Source: an optimization exercise on an open RTL-to-GDS flow (aim: small area, a short achievable clock period and few clock cycles per item). Production flows keep margins and buffers that such runs may drop. At most, simulation tests tie the RTL to the original design; equivalence was not proved.

// fs_group_descriptor_checksum_core
module fs_group_descriptor_checksum_core #(
	parameter logic [6:0] MAX_DESC_BYTES = 7'd64
) (
	input  logic                               clk,
	input  logic                               arst_n,
	input  logic                               cfg_valid,
	output logic                               cfg_ready,
	input  logic [fgdc_pkg::REG_INDEX_W-1:0]   cfg_index,
	input  logic [63:0]                        cfg_data,
	input  logic                               in_valid,
	output logic                               in_ready,
	input  logic [31:0]                        group_number,
	input  logic [7:0]                         data_byte,
	input  logic                               first_byte,
	input  logic                               last_byte,
	output logic                               out_valid,
	input  logic                               out_ready,
	output logic [15:0]                        checksum,
	output logic                               checksum_valid
);
	logic        meta_q;       
	logic        leg_q;        
  ...
Size in the first run: about 720 cells after synthesis, about 130 I/O pins.
==> module fs_group_descriptor_checksum_core, before the edit <==
module fs_group_descriptor_checksum_core #(
	parameter logic [6:0] MAX_DESC_BYTES = 7'd64
) (
	input  logic                               clk,
	input  logic                               arst_n,
	input  logic                               cfg_valid,
	output logic                               cfg_ready,
	input  logic [fgdc_pkg::REG_INDEX_W-1:0]   cfg_index,
	input  logic [63:0]                        cfg_data,
	input  logic                               in_valid,
	output logic                               in_ready,
	input  logic [31:0]                        group_number,
	input  logic [7:0]                         data_byte,
	input  logic                               first_byte,
	input  logic                               last_byte,
	output logic                               out_valid,
	input  logic                               out_ready,
	output logic [15:0]                        checksum,
	output logic                               checksum_valid
);
	logic        meta_q;       
	logic        leg_q;        
	logic [31:0] seed_q;
	logic        sok_q;        
	logic [15:0] vla_q;        
	logic [15:0] vhb_q;        
	logic        uok_q;        
	logic        span64_q;     
	logic [4:0]  span_lo_q;    
	logic        wide_q;
	logic [31:0] crc_q;
	logic [7:0]  ib_q;         
	logic        hv_q;         
	logic        hl_q;         
	logic        hs_q;         
	logic [6:0]  pos_q;        
	logic        op_pre_q;     
	logic [1:0]  pcnt_q;       
	logic        op_clr_q;     
	logic        op_dat_q;     
	logic        op_cz_q;      
	logic        ej_q;         
	logic        vlow_q;       
	logic        in_rdy_q;
	logic        cfg_rdy_q;
	logic        ov_q;
	logic        cv_q;
	logic        in_acc, first_acc, cfg_acc, det, det_vid, busy, proc_h, produce, fold_h;
	logic        e_meta, e_leg, e_hold;
	logic [31:0] x, y, r_step, kstart;
	logic [15:0] ucrc;
	logic [7:0]  cfg_byte;
	logic [6:0]  npos;
	logic        n_field, n_step;
	logic        op_pre_n, op_clr_n, op_dat_n, op_cz_n, cop_q, cop_n, hv_n, hl_n, ov_n;
	assign in_acc    = in_valid && in_rdy_q;
	assign first_acc = in_acc && first_byte;
	assign cfg_acc   = cfg_valid && cfg_rdy_q;
	assign cop_q     = op_clr_q || op_dat_q || op_cz_q;
	assign busy      = op_pre_q || cop_q;
	assign det       = cfg_valid && !cfg_rdy_q && !cop_q;
	assign det_vid   = det && (cfg_index == fgdc_pkg::REG_VID_LOW ||
		cfg_index == fgdc_pkg::REG_VID_HIGH);
	assign proc_h    = hv_q && !busy;
	assign produce   = proc_h && hl_q;
	assign fold_h    = proc_h && hs_q;
	assign npos    = pos_q[6] ? pos_q : pos_q + 7'd1;
	assign n_field = (npos[6:1] == 6'b001111);
	assign n_step  = !npos[6] && (!npos[5] || span64_q || (npos[4:0] < span_lo_q)) &&
		!(leg_q && (n_field || (npos[5] && !wide_q)));
	assign cfg_byte = cfg_data[{pos_q[2:0], 3'b000} +: 8];
	assign e_meta = meta_q && (op_pre_q || fold_h);
	assign e_leg  = (leg_q && (op_pre_q || fold_h)) || op_dat_q || op_cz_q;
	assign e_hold = !(busy || fold_h);
	assign x = crc_q ^ {24'h0, ej_q ? ib_q : 8'h00};
	assign y = (e_meta ? fgdc_pkg::step8(x, fgdc_pkg::POLY32) : 32'h0) |
		(e_leg ? fgdc_pkg::step8(x, fgdc_pkg::POLY16) : 32'h0);
	assign r_step = y | (e_hold ? crc_q : 32'h0);
	assign ucrc   = fgdc_pkg::UUID_CRC_RESET ^ (uok_q ? (vla_q ^ vhb_q) : 16'h0);
	assign kstart = ((meta_q && sok_q) ? seed_q : 32'h0) | (meta_q ? 32'h0 : {16'h0, ucrc});
	assign op_pre_n = first_acc || (op_pre_q && pcnt_q != 2'd0);
	assign op_clr_n = det_vid;
	assign op_dat_n = cop_q && pos_q <= 7'd7;
	assign op_cz_n  = cop_q && vlow_q && pos_q >= 7'd8 && pos_q <= 7'd15;
	assign cop_n    = op_clr_n || op_dat_n || op_cz_n;
	assign hv_n = in_acc || (hv_q && !proc_h);
	assign hl_n = in_acc ? last_byte : hl_q;
	assign ov_n = produce || (ov_q && !out_ready);
	always_ff @(posedge clk or negedge arst_n) begin
		if (!arst_n) begin
			meta_q    <= 1'b0;
			leg_q     <= 1'b0;
			sok_q     <= 1'b0;
			uok_q     <= 1'b0;
			span64_q  <= 1'b0;
			span_lo_q <= '0;
			wide_q    <= 1'b0;
		end else begin
			if (cfg_acc) begin
				case (cfg_index)
					fgdc_pkg::REG_MODE: begin
						meta_q <= (cfg_data[1:0] == fgdc_pkg::MODE_META);
						leg_q  <= (cfg_data[1:0] == fgdc_pkg::MODE_LEGACY);
					end
					fgdc_pkg::REG_SEED: sok_q <= 1'b1;
					fgdc_pkg::REG_DESC_SIZE: begin
						span64_q  <= cfg_data[6];
						span_lo_q <= (cfg_data[6] || !cfg_data[5]) ? 5'd0 : cfg_data[4:0];
					end
					fgdc_pkg::REG_WIDE: wide_q <= cfg_data[0];
					default: ;
				endcase
			end
			if (op_clr_q) begin
				uok_q <= 1'b1;
			end
		end
	end
	always_ff @(posedge clk) begin
		if (cfg_acc && cfg_index == fgdc_pkg::REG_SEED) begin
			seed_q <= cfg_data[31:0];
		end
		if ((op_dat_q && pos_q == 7'd8 && !vlow_q) || (op_clr_q && !uok_q && vlow_q)) begin
			vhb_q <= y[15:0];
		end
		if ((op_cz_q && pos_q == 7'd16) || (op_clr_q && !uok_q && !vlow_q)) begin
			vla_q <= y[15:0];
		end
	end
	always_ff @(posedge clk or negedge arst_n) begin
		if (!arst_n) begin
			hv_q      <= 1'b0;
			op_pre_q  <= 1'b0;
			op_clr_q  <= 1'b0;
			op_dat_q  <= 1'b0;
			op_cz_q   <= 1'b0;
			ov_q      <= 1'b0;
		end else begin
			hv_q      <= hv_n;
			op_pre_q  <= op_pre_n;
			op_clr_q  <= op_clr_n;
			op_dat_q  <= op_dat_n;
			op_cz_q   <= op_cz_n;
			ov_q      <= ov_n;
		end
	end
	always_ff @(posedge clk) begin
		in_rdy_q  <= !(op_pre_n || cop_n) && !(hv_n && hl_n) && !ov_n;
		cfg_rdy_q <= (det && !det_vid) || (op_dat_q && pos_q == 7'd7);
		cv_q      <= meta_q || leg_q;
	end
	always_ff @(posedge clk) begin
		crc_q <= first_acc ? (kstart ^ group_number) : r_step;
		ej_q  <= !(op_pre_n || op_cz_n);
		if (first_acc) begin
			pcnt_q <= 2'd3;
		end else if (op_pre_q) begin
			pcnt_q <= pcnt_q - 2'd1;
		end
		if (in_acc) begin
			ib_q  <= (!first_byte && n_field) ? 8'h00 : data_byte;
			hl_q  <= last_byte;
			hs_q  <= first_byte || n_step;
			pos_q <= first_byte ? 7'd0 : npos;
		end else begin
			if (cop_q && pos_q <= 7'd7) begin
				ib_q <= cfg_byte;
			end
			if (det_vid) begin
				pos_q <= 7'd0;
			end else if (cop_q) begin
				pos_q <= npos;
			end
		end
		if (det_vid) begin
			vlow_q <= (cfg_index == fgdc_pkg::REG_VID_LOW);
		end
	end
	assign in_ready       = in_rdy_q;
	assign cfg_ready      = cfg_rdy_q;
	assign out_valid      = ov_q;
	assign checksum       = crc_q[15:0];
	assign checksum_valid = cv_q;
endmodule
Settings: LEC_CHECK=0, CAP_MARGIN=20, CORE_MARGIN=2, CORE_UTILIZATION=60, SLEW_MARGIN=20; clock period 10.0 ns.
standard.sh (not shown) runs the stock make flow with config.mk's settings and CLKGATE_MAP_FILE= SYNTH_SCRIPT=/design/flow/synth_recipe.tcl, a recipe that flattens the netlist after the stock synthesis.
==> flow/flow/run.sh <==
#!/bin/bash
# Standard layout, with plain buffers on the ports and timing repair aiming for a larger
# setup slack than the clock needs.
set -euo pipefail
bash standard.sh "BUFFER_PORTS_ARGS=-buffer_cell sky130_fd_sc_hd__buf_1" SETUP_SLACK_MARGIN=7 finish > standard_flow.log 2>&1
Testbench counts at the start, summed over its fixed seeds: cycles 43,384, items 37,992.
Then changed:
--- a/flow/design.v
+++ b/flow/design.v
@@ -87,7 +87,10 @@
 	logic        in_rdy_q;
 	logic        cfg_rdy_q;
+	logic        wr_q;         
+	logic [3:0]  wsel_q;       
 	logic        ov_q;
+	logic [15:0] cs_q;
 	logic        cv_q;
-	logic        in_acc, first_acc, cfg_acc, det, det_vid, busy, proc_h, produce, fold_h;
+	logic        in_acc, first_acc, det, det_vid, busy, proc_h, produce, fold_h;
 	logic        e_meta, e_leg, e_hold;
 	logic [31:0] x, y, r_step, kstart;
@@ -99,5 +102,4 @@
 	assign in_acc    = in_valid && in_rdy_q;
 	assign first_acc = in_acc && first_byte;
-	assign cfg_acc   = cfg_valid && cfg_rdy_q;
 	assign cop_q     = op_clr_q || op_dat_q || op_cz_q;
 	assign busy      = op_pre_q || cop_q;
@@ -105,5 +107,5 @@
 	assign det_vid   = det && (cfg_index == fgdc_pkg::REG_VID_LOW ||
 		cfg_index == fgdc_pkg::REG_VID_HIGH);
-	assign proc_h    = hv_q && !busy;
+	assign proc_h    = hv_q && !busy && !(hl_q && ov_q);
 	assign produce   = proc_h && hl_q;
 	assign fold_h    = proc_h && hs_q;
@@ -140,18 +142,17 @@
 			wide_q    <= 1'b0;
 		end else begin
-			if (cfg_acc) begin
-				case (cfg_index)
-					fgdc_pkg::REG_MODE: begin
-						meta_q <= (cfg_data[1:0] == fgdc_pkg::MODE_META);
-						leg_q  <= (cfg_data[1:0] == fgdc_pkg::MODE_LEGACY);
-					end
-					fgdc_pkg::REG_SEED: sok_q <= 1'b1;
-					fgdc_pkg::REG_DESC_SIZE: begin
-						span64_q  <= cfg_data[6];
-						span_lo_q <= (cfg_data[6] || !cfg_data[5]) ? 5'd0 : cfg_data[4:0];
-					end
-					fgdc_pkg::REG_WIDE: wide_q <= cfg_data[0];
-					default: ;
-				endcase
+			if (wr_q && wsel_q[0]) begin
+				meta_q <= (cfg_data[1:0] == fgdc_pkg::MODE_META);
+				leg_q  <= (cfg_data[1:0] == fgdc_pkg::MODE_LEGACY);
+			end
+			if (wr_q && wsel_q[1]) begin
+				sok_q <= 1'b1;
+			end
+			if (wr_q && wsel_q[2]) begin
+				span64_q  <= cfg_data[6];
+				span_lo_q <= (cfg_data[6] || !cfg_data[5]) ? 5'd0 : cfg_data[4:0];
+			end
+			if (wr_q && wsel_q[3]) begin
+				wide_q <= cfg_data[0];
 			end
 			if (op_clr_q) begin
@@ -161,5 +162,5 @@
 	end
 	always_ff @(posedge clk) begin
-		if (cfg_acc && cfg_index == fgdc_pkg::REG_SEED) begin
+		if (wr_q && wsel_q[1]) begin
 			seed_q <= cfg_data[31:0];
 		end
@@ -189,6 +190,9 @@
 	end
 	always_ff @(posedge clk) begin
-		in_rdy_q  <= !(op_pre_n || cop_n) && !(hv_n && hl_n) && !ov_n;
+		in_rdy_q  <= !(op_pre_n || cop_n) && !(hv_n && hl_n && ov_n);
 		cfg_rdy_q <= (det && !det_vid) || (op_dat_q && pos_q == 7'd7);
+		wr_q      <= det && !det_vid;
+		wsel_q    <= {cfg_index == fgdc_pkg::REG_WIDE, cfg_index == fgdc_pkg::REG_DESC_SIZE,
+			cfg_index == fgdc_pkg::REG_SEED, cfg_index == fgdc_pkg::REG_MODE};
 		cv_q      <= meta_q || leg_q;
 	end
@@ -219,9 +223,12 @@
 			vlow_q <= (cfg_index == fgdc_pkg::REG_VID_LOW);
 		end
+		if (produce) begin
+			cs_q <= r_step[15:0];
+		end
 	end
 	assign in_ready       = in_rdy_q;
 	assign cfg_ready      = cfg_rdy_q;
 	assign out_valid      = ov_q;
-	assign checksum       = crc_q[15:0];
+	assign checksum       = cs_q;
 	assign checksum_valid = cv_q;
 endmodule
Design area climbs by roughly a tenth.
Register-to-register slack gains 0.02 ns.
Critical path depth does not change.
Wire length goes up by about a fifth.
Area after synthesis increases by roughly a tenth.
Hold slack improved by 0.012 ns.
Synthesized cell count is higher by roughly a tenth.
Clock skew barely changes.
Worst setup slack is worse by 0.030 ns.
Core utilization drops by 1.7 points.
Die area increases by roughly a tenth.
No functional check of the RTL was part of the second run of this note.

[re-timing with driven ports]
No port has a modelled driver above. Below, the same layouts with a new extraction and two added sets of constraints. Step 1: set_driving_cell puts a clkbuf_16 on clk and a buf_2 on each other input, an assumption about the parent block. Step 2 adds t to the input delays and takes it off the output delays; t is the mean of the earliest and latest rising clock arrival at the registers after step 1. Input paths then give back, and output paths get back, about the clock's delay inside the block. Three values: no drivers, after step 1, after step 2; two values: the first two.
| run | t (ns) | setup WS [ns] | worst data-port slew with drivers (ns) |
|---|---|---|---|
| the first run | 0.451 | 7.032 / 6.994 / 6.612 | 0.04 |
| the second run | 0.464 | 7.002 / 6.965 / 6.630 | 0.04 |
After both steps every run listed still meets setup and hold. For the first run, which loses most, drivers alone change the setup slack by -0.038 ns; drivers and shift together by -0.420 ns.
